Source: an optimization exercise on an open RTL-to-GDS flow (aim: small area and a short achievable clock period). Production flows keep margins and buffers that such runs may drop. At most, simulation tests tie the RTL to the original design; equivalence was not proved. No activity file was given, so power comes from the tool's default toggle rates.

==> flow/design.v (excerpt) <==
module yapp_rx_router #(
    parameter int DATA_W     = yapp_rx_pkg::DEF_DATA_W,
    parameter int NUM_CH     = yapp_rx_pkg::DEF_NUM_CH,
    parameter int ADDR_W     = yapp_rx_pkg::DEF_ADDR_W,
    parameter int FIFO_DEPTH = yapp_rx_pkg::DEF_FIFO_DEPTH
) (
    input  logic                       clock,
    input  logic                       reset,
    input  logic [DATA_W-1:0]          in_data,
    input  logic                       in_data_vld,
    output logic                       in_suspend,
    output logic                       error,
    output logic [NUM_CH*DATA_W-1:0]   ch_data,
    output logic [NUM_CH-1:0]          ch_vld,
    input  logic [NUM_CH-1:0]          ch_rd,
    output logic [15:0]                drop_cnt
);
clock: 5.5 ns
lec_check: 0
abc_clock_period_in_ps: 2300
cap_margin: 20
core_margin: 2
core_utilization: 40
place_density: 0.6
setup_slack_margin: 3.2
slew_margin: 20
run.sh (not shown) runs the stock make flow with config.mk's settings and CLKGATE_MAP_FILE= SYNTH_SCRIPT=/design/flow/synth_recipe.tcl, a recipe that flattens the netlist after the stock synthesis.
The first run finished clean.
Edit:
Settings changed: ABC_CLOCK_PERIOD_IN_PS 2300 to unset, SETUP_SLACK_MARGIN 3.2 to unset.
Effect: Worst hold slack loses 0.21 ns; design area decreases by 7.1%; clock power is about the same; combinational power decreases by 28%; flip-flop and latch count does not change; total power falls by 8.9%.
Edit:
Settings changed: ABC_CLOCK_PERIOD_IN_PS set to 2300, CORE_UTILIZATION 40 to 60, PLACE_DENSITY 0.6 to 0.7, SETUP_SLACK_MARGIN set to 3.2.
Result:
- global-route usage climbs by 10 points
- routed wire length increases by 8.6%
- design area went up by 6.8%
- synthesized area stays the same
- sequential power is about the same
- setup slack gains 0.79 ns
- flip-flop and latch count does not change
- via count went up by 9.7%
- total power went up by 12%
- core utilization rose by 27 points


yapp_rx_router, a different RTL version from the one above (not shown whole).
For scale: roughly 4300 cells after synthesis, roughly 59 I/O pins, roughly 68000 um^2 of cells after synthesis.
Settings: LEC_CHECK=0, ABC_CLOCK_PERIOD_IN_PS=2400, CAP_MARGIN=20, CORE_MARGIN=2, CORE_UTILIZATION=60, CTS_CLUSTER_DIAMETER=60, CTS_CLUSTER_SIZE=24, PLACE_DENSITY=0.72, SETUP_SLACK_MARGIN=3.1, SLEW_MARGIN=20; clock period 5.5 ns.
standard.sh (not shown) runs the stock make flow with config.mk's settings and CLKGATE_MAP_FILE= SYNTH_SCRIPT=/design/flow/synth_recipe.tcl, a recipe that flattens the netlist after the stock synthesis.
==> flow/flow/run.sh <==
#!/bin/bash
# The standard layout, with clock tree synthesis told not to add dummy loads.
# Each tool's output goes to standard.log in this folder; ORFS keeps its
# per-step logs under orfs/logs.
set -euo pipefail
bash standard.sh finish \
  "CTS_ARGS=-sink_clustering_enable -repair_clock_nets -sink_clustering_size 24 -sink_clustering_max_diameter 60 -dont_use_dummy_load" \
  > standard.log 2>&1
The first run ran to the end with no violations.
Then changed:
Settings changed: CORE_UTILIZATION 60 to 55, PLACE_DENSITY 0.72 to 0.7.
- first-iteration DRC count went down slightly
- die area goes up by a little under a tenth
- global-route usage came out lower by 3.0 points
- worst setup slack improves by 0.034 ns
- clock power went up slightly
- maximum frequency came out higher slightly
- synthesized area does not change
- routed wire length shrinks slightly
- cell count went up slightly
- clock-buffer cell count grows by 3
- total power goes down slightly
No functional check of the RTL was part of any run of this note.


## job 101
Another version of the RTL of yapp_rx_router (not shown whole).
Size in the first run: roughly 4200 cells after synthesis, about 1800 flip-flops, roughly 59 I/O pins.
## yapp_rx_router
module yapp_rx_router #(
    parameter int DATA_W     = yapp_rx_pkg::DEF_DATA_W,
    parameter int NUM_CH     = yapp_rx_pkg::DEF_NUM_CH,
    parameter int ADDR_W     = yapp_rx_pkg::DEF_ADDR_W,
    parameter int FIFO_DEPTH = yapp_rx_pkg::DEF_FIFO_DEPTH
) (
    input  logic                       clock,
    input  logic                       reset,
    input  logic [DATA_W-1:0]          in_data,
    input  logic                       in_data_vld,
    output logic                       in_suspend,
    output logic                       error,
    output logic [NUM_CH*DATA_W-1:0]   ch_data,
    output logic [NUM_CH-1:0]          ch_vld,
    input  logic [NUM_CH-1:0]          ch_rd,
    output logic [15:0]                drop_cnt
);
Settings: LEC_CHECK=0, ABC_CLOCK_PERIOD_IN_PS=2400, CAP_MARGIN=20, CORE_MARGIN=2, CORE_UTILIZATION=55, CTS_CLUSTER_DIAMETER=60, CTS_CLUSTER_SIZE=24, PLACE_DENSITY=0.7, SETUP_SLACK_MARGIN=3.3, SLEW_MARGIN=20; clock period 5.5 ns.
==> flow/flow/run.sh <==
#!/bin/bash
# The standard layout, with two changes: clock tree synthesis adds no dummy
# loads, and after placement each output buffer is moved next to the
# flip-flop that drives it (flow/obuf.tcl). Tool output goes to logs in this
# folder; ORFS keeps its per-step logs under orfs/logs.
set -euo pipefail
CTS="CTS_ARGS=-sink_clustering_enable -repair_clock_nets -sink_clustering_size 24 -sink_clustering_max_diameter 60 -dont_use_dummy_load"
bash standard.sh place "$CTS" > standard_place.log 2>&1
RES=$(ls -d orfs/results/*/*/base)
PLACE_ODB=$PWD/$RES/3_place.odb CELL_PAD_IN_SITES_DETAIL_PLACEMENT=0 \
  openroad -no_init -exit flow/obuf.tcl > obuf.log 2>&1
bash standard.sh finish "$CTS" > standard.log 2>&1
==> flow/flow/obuf.tcl <==
# Put each output port's buffer right next to the flip-flop that drives it, so
# the buffer, not the flip-flop, drives the wire out to the pin. Then legalize.
read_db $::env(PLACE_ODB)
set block [ord::get_db_block]
set moved 0
foreach bt [$block getBTerms] {
  if {[$bt getIoType] ne "OUTPUT"} { continue }
  set net [$bt getNet]
  set buf ""
  foreach it [$net getITerms] { if {[$it isOutputSignal]} { set buf [$it getInst] } }
  if {$buf eq ""} { continue }
  set a [$buf findITerm A]
  if {$a eq "NULL" || $a eq ""} { continue }
  set ff ""
  foreach it [[$a getNet] getITerms] { if {[$it isOutputSignal]} { set ff [$it getInst] } }
  if {$ff eq ""} { continue }
  set loc [$ff getLocation]
  set w [[$ff getMaster] getWidth]
  $buf setOrient [$ff getOrient]
  $buf setLocation [expr {[lindex $loc 0] + $w}] [lindex $loc 1]
  incr moved
}
puts "moved $moved output buffers"
set_placement_padding -global -left $::env(CELL_PAD_IN_SITES_DETAIL_PLACEMENT) -right $::env(CELL_PAD_IN_SITES_DETAIL_PLACEMENT)
detailed_placement
check_placement -verbose
write_db $::env(PLACE_ODB)
## Diff of input files: job 102 against job 101
# job 101
export LEC_CHECK = 0
export ABC_CLOCK_PERIOD_IN_PS = 2400
export CAP_MARGIN = 20
export CORE_MARGIN = 2
export CORE_UTILIZATION = 55
export CTS_CLUSTER_DIAMETER = 60
export CTS_CLUSTER_SIZE = 24
export PLACE_DENSITY = 0.7
export SETUP_SLACK_MARGIN = 3.3
export SLEW_MARGIN = 20
create_clock -name core_clock -period 5.5 [get_ports {clock}]
# job 102
export LEC_CHECK = 0
export ABC_CLOCK_PERIOD_IN_PS = 2400
export CAP_MARGIN = 20
export CORE_MARGIN = 2
export CORE_UTILIZATION = 55
export CTS_CLUSTER_DIAMETER = 60
export CTS_CLUSTER_SIZE = 24
export PLACE_DENSITY = 0.7
export SETUP_SLACK_MARGIN = 3.2
export SLEW_MARGIN = 20
create_clock -name core_clock -period 5.5 [get_ports {clock}]
diff --git a/flow/flow/run.sh b/flow/flow/run.sh
--- a/flow/flow/run.sh
+++ b/flow/flow/run.sh
@@ -5,5 +5,5 @@
 # folder; ORFS keeps its per-step logs under orfs/logs.
 set -euo pipefail
-CTS="CTS_ARGS=-sink_clustering_enable -repair_clock_nets -sink_clustering_size 24 -sink_clustering_max_diameter 60 -dont_use_dummy_load"
+CTS="CTS_ARGS=-sink_clustering_enable -repair_clock_nets -sink_clustering_size 24 -sink_clustering_max_diameter 60 -dont_use_dummy_load -balance_levels"
 bash standard.sh place "$CTS" > standard_place.log 2>&1
 RES=$(ls -d orfs/results/*/*/base)
Job 102 reached the end of the flow, and the finished layout is clean on the timing, design-rule and antenna checks.
On worst hold-check slack: between job 102 and job 101, it ends up lower for job 102.
Diff job 101..job 102 | total power density per cell area | negligible
Looking at minimum setup slack among reg-to-reg paths, job 102 sits 0.02 ns lower than job 101 does.
In the reports for job 102 and job 101, the larger global-route wire length before repair belongs to job 101.
diff inputs: job 102 => job 103
# job 102
export LEC_CHECK = 0
export ABC_CLOCK_PERIOD_IN_PS = 2400
export CAP_MARGIN = 20
export CORE_MARGIN = 2
export CORE_UTILIZATION = 55
export CTS_CLUSTER_DIAMETER = 60
export CTS_CLUSTER_SIZE = 24
export PLACE_DENSITY = 0.7
export SETUP_SLACK_MARGIN = 3.2
export SLEW_MARGIN = 20
create_clock -name core_clock -period 5.5 [get_ports {clock}]
# job 103
export LEC_CHECK = 0
export ABC_CLOCK_PERIOD_IN_PS = 2400
export CAP_MARGIN = 20
export CORE_MARGIN = 2
export CORE_UTILIZATION = 50
export CTS_CLUSTER_DIAMETER = 60
export CTS_CLUSTER_SIZE = 24
export PLACE_DENSITY = 0.66
export SETUP_SLACK_MARGIN = 3.2
export SLEW_MARGIN = 20
create_clock -name core_clock -period 5.5 [get_ports {clock}]
diff --git a/flow/flow/run.sh b/flow/flow/run.sh
--- a/flow/flow/run.sh
+++ b/flow/flow/run.sh
@@ -5,5 +5,5 @@
 # folder; ORFS keeps its per-step logs under orfs/logs.
 set -euo pipefail
-CTS="CTS_ARGS=-sink_clustering_enable -repair_clock_nets -sink_clustering_size 24 -sink_clustering_max_diameter 60 -dont_use_dummy_load -balance_levels"
+CTS="CTS_ARGS=-sink_clustering_enable -repair_clock_nets -sink_clustering_size 24 -sink_clustering_max_diameter 60 -dont_use_dummy_load"
 bash standard.sh place "$CTS" > standard_place.log 2>&1
 RES=$(ls -d orfs/results/*/*/base)
==> notes.md <==
Taking job 102 as the reference, in job 103 sequential share of layout area -0.33 points, insertion delay to the later sink of the worst-skew pair stayed essentially flat, pre-CTS worst setup slack has decreased, starting density of the core lost 4.9 points.
The inputs of job 104 differ from those of job 103 as listed below.
# job 103
export LEC_CHECK = 0
export ABC_CLOCK_PERIOD_IN_PS = 2400
export CAP_MARGIN = 20
export CORE_MARGIN = 2
export CORE_UTILIZATION = 50
export CTS_CLUSTER_DIAMETER = 60
export CTS_CLUSTER_SIZE = 24
export PLACE_DENSITY = 0.66
export SETUP_SLACK_MARGIN = 3.2
export SLEW_MARGIN = 20
create_clock -name core_clock -period 5.5 [get_ports {clock}]
# job 104
export LEC_CHECK = 0
export ABC_CLOCK_PERIOD_IN_PS = 2400
export CAP_MARGIN = 20
export CORE_MARGIN = 2
export CORE_UTILIZATION = 55
export CTS_CLUSTER_DIAMETER = 50
export CTS_CLUSTER_SIZE = 20
export PLACE_DENSITY = 0.7
export SETUP_SLACK_MARGIN = 3.2
export SLEW_MARGIN = 20
create_clock -name core_clock -period 5.5 [get_ports {clock}]
diff --git a/flow/flow/run.sh b/flow/flow/run.sh
--- a/flow/flow/run.sh
+++ b/flow/flow/run.sh
@@ -5,5 +5,5 @@
 # folder; ORFS keeps its per-step logs under orfs/logs.
 set -euo pipefail
-CTS="CTS_ARGS=-sink_clustering_enable -repair_clock_nets -sink_clustering_size 24 -sink_clustering_max_diameter 60 -dont_use_dummy_load"
+CTS="CTS_ARGS=-sink_clustering_enable -repair_clock_nets -sink_clustering_size 20 -sink_clustering_max_diameter 50 -dont_use_dummy_load"
 bash standard.sh place "$CTS" > standard_place.log 2>&1
 RES=$(ls -d orfs/results/*/*/base)
==> notes.md <==
Final-layout clock-cell area share, job 103 and job 104: higher on job 104
Looking at leakage component of the power, job 104 sits 1.4% higher than job 103 does.
In the final reports, the cell area of job 104 is larger than that of job 103.
As far as critical path depth goes, job 103 and job 104 are indistinguishable; the numbers are identical.
Launching instance or port of the critical path = g_ch[2].u_fifo.dout[0]: job 104; launching instance or port of the critical path = g_ch[2].u_fifo.dout[6]: job 103
The part of the power in the clock network in job 104 sits 2.3 points above the value recorded for job 103.
NOTE via count job 103->job 104 increased slightly
Per the comparison of job 104 with job 103, post-route clock period utilization fell 0.43 points, time the worst path needs with I/O delays and setup fell 0.024 ns, post-route worst setup slack rose 0.024 ns, final estimated routing congestion in global placement fell 1.5%.


yapp_rx_router, a different RTL version from the one above (not shown whole).
For scale: ~4400 cells after synthesis, roughly 1800 flip-flops, roughly 59 I/O pins.
==> flow/config.mk <==
export PLATFORM = sky130hd
export DESIGN_NAME = yapp_rx_router
export DESIGN_NICKNAME = yapp_rx_router
export VERILOG_FILES = /design/flow/design.v
export SDC_FILE = /design/flow/constraint.sdc
export NUM_CORES = 4
export LEC_CHECK = 0
export ABC_CLOCK_PERIOD_IN_PS = 2400
export CAP_MARGIN = 20
export CORE_MARGIN = 2
export CORE_UTILIZATION = 55
export CTS_CLUSTER_DIAMETER = 60
export CTS_CLUSTER_SIZE = 24
export PLACE_DENSITY = 0.7
export SETUP_SLACK_MARGIN = 3.3
export SLEW_MARGIN = 20
==> flow/constraint.sdc <==
create_clock -name core_clock -period 5.5 [get_ports {clock}]
set_input_delay 1.1000 -clock core_clock [delete_from_list [all_inputs] [get_ports {clock}]]
set_output_delay 1.1000 -clock core_clock [all_outputs]
set_load 0.01 [all_outputs]
==> flow/flow/run.sh <==
#!/bin/bash
# The standard layout, with clock tree synthesis told not to add dummy loads.
# Each tool's output goes to standard.log in this folder; ORFS keeps its
# per-step logs under orfs/logs.
set -euo pipefail
bash standard.sh finish \
  "CTS_ARGS=-sink_clustering_enable -repair_clock_nets -sink_clustering_size 24 -sink_clustering_max_diameter 60 -dont_use_dummy_load" \
  > standard.log 2>&1
The first run completed with no timing, DRC or antenna violations.
Then changed:
==> flow/flow/run.sh (replaced) <==
#!/bin/bash
# The standard layout, with two changes: clock tree synthesis adds no dummy
# loads, and after placement each output buffer is moved next to the
# flip-flop that drives it (flow/obuf.tcl). Tool output goes to logs in this
# folder; ORFS keeps its per-step logs under orfs/logs.
set -euo pipefail
CTS="CTS_ARGS=-sink_clustering_enable -repair_clock_nets -sink_clustering_size 24 -sink_clustering_max_diameter 60 -dont_use_dummy_load"
bash standard.sh place "$CTS" > standard_place.log 2>&1
RES=$(ls -d orfs/results/*/*/base)
PLACE_ODB=$PWD/$RES/3_place.odb CELL_PAD_IN_SITES_DETAIL_PLACEMENT=0 \
  openroad -no_init -exit flow/obuf.tcl > obuf.log 2>&1
bash standard.sh finish "$CTS" > standard.log 2>&1
==> flow/flow/obuf.tcl (new file) <==
# Put each output port's buffer right next to the flip-flop that drives it, so
# the buffer, not the flip-flop, drives the wire out to the pin. Then legalize.
read_db $::env(PLACE_ODB)
set block [ord::get_db_block]
set moved 0
foreach bt [$block getBTerms] {
  if {[$bt getIoType] ne "OUTPUT"} { continue }
  set net [$bt getNet]
  set buf ""
  foreach it [$net getITerms] { if {[$it isOutputSignal]} { set buf [$it getInst] } }
  if {$buf eq ""} { continue }
  set a [$buf findITerm A]
  if {$a eq "NULL" || $a eq ""} { continue }
  set ff ""
  foreach it [[$a getNet] getITerms] { if {[$it isOutputSignal]} { set ff [$it getInst] } }
  if {$ff eq ""} { continue }
  set loc [$ff getLocation]
  set w [[$ff getMaster] getWidth]
  $buf setOrient [$ff getOrient]
  $buf setLocation [expr {[lindex $loc 0] + $w}] [lindex $loc 1]
  incr moved
}
puts "moved $moved output buffers"
set_placement_padding -global -left $::env(CELL_PAD_IN_SITES_DETAIL_PLACEMENT) -right $::env(CELL_PAD_IN_SITES_DETAIL_PLACEMENT)
detailed_placement
check_placement -verbose
write_db $::env(PLACE_ODB)
Settings changed: SETUP_SLACK_MARGIN 3.3 to 3.1.
After rerunning: The new run finished clean; power went down by 1.3%; final area shrinks by 1.7%; hold slack gains 22 ps; sequential cell count is unchanged.
Then changed:
==> flow/flow/run.sh (replaced) <==
#!/bin/bash
# The standard layout, with clock tree synthesis told not to add dummy loads.
# Each tool's output goes to standard.log in this folder; ORFS keeps its
# per-step logs under orfs/logs.
set -euo pipefail
bash standard.sh finish \
  "CTS_ARGS=-sink_clustering_enable -repair_clock_nets -sink_clustering_size 24 -sink_clustering_max_diameter 60 -dont_use_dummy_load" \
  > standard.log 2>&1
Settings changed: CORE_UTILIZATION 55 to 45, PLACE_DENSITY 0.7 to 0.62.
removed: flow/flow/obuf.tcl
Outcome: Worst hold slack is better by 14 ps. Power rises slightly. Via count drops slightly.

## static timing again, ports no longer ideal
Ports are ideal in the flow. The routed layouts listed here were re-timed in OpenROAD. Step 1 assumes that a clkbuf_16 drives the clock port and a buf_2 every other input. Step 2, shift: input delay + t, output delay - t, t = (earliest + latest rising clock arrival at the registers) / 2. This alone moves slack from input paths to output paths. a / b / c = ideal ports / drivers / drivers and shift; a / b = the first two.
run | t, ns | setup slack, ns | clock arrival spread, ns
the first run of note 1 | 0.877 | 2.709 / 2.771 / 1.894 | 0.038 / 0.038
the second run of note 1 | 0.869 | 1.810 / 1.810 / 1.091 | 0.046 / 0.045
the third run of note 1 | 0.843 | 2.605 / 2.629 / 1.786 | 0.038 / 0.038
the first run of note 2 | 0.778 | 2.941 / 2.829 / 2.051 | 0.105 / 0.105
the second run of note 2 | 0.808 | 2.975 / 2.857 / 2.048 | 0.095 / 0.095
job 101 | 0.773 | 3.093 / 3.012 / 2.541 | 0.105 / 0.105
job 102 | 0.785 | 3.094 / 3.014 / 2.409 | 0.116 / 0.116
job 103 | 0.804 | 3.042 / 2.966 / 2.508 | 0.085 / 0.085
job 104 | 0.795 | 3.066 / 2.989 / 2.441 | 0.107 / 0.107
the first run of note 4 | 0.783 | 2.969 / 2.893 / 2.451 | 0.086 / 0.086
the second run of note 4 | 0.777 | 3.092 / 3.018 / 2.387 | 0.087 / 0.087
the third run of note 4 | 0.825 | 2.980 / 2.899 / 2.353 | 0.122 / 0.122
After both steps setup and hold are still met in every run listed. The setup slack of the second run of note 2, which loses most, moves by -0.118 ns with the drivers and by -0.927 ns with both steps.
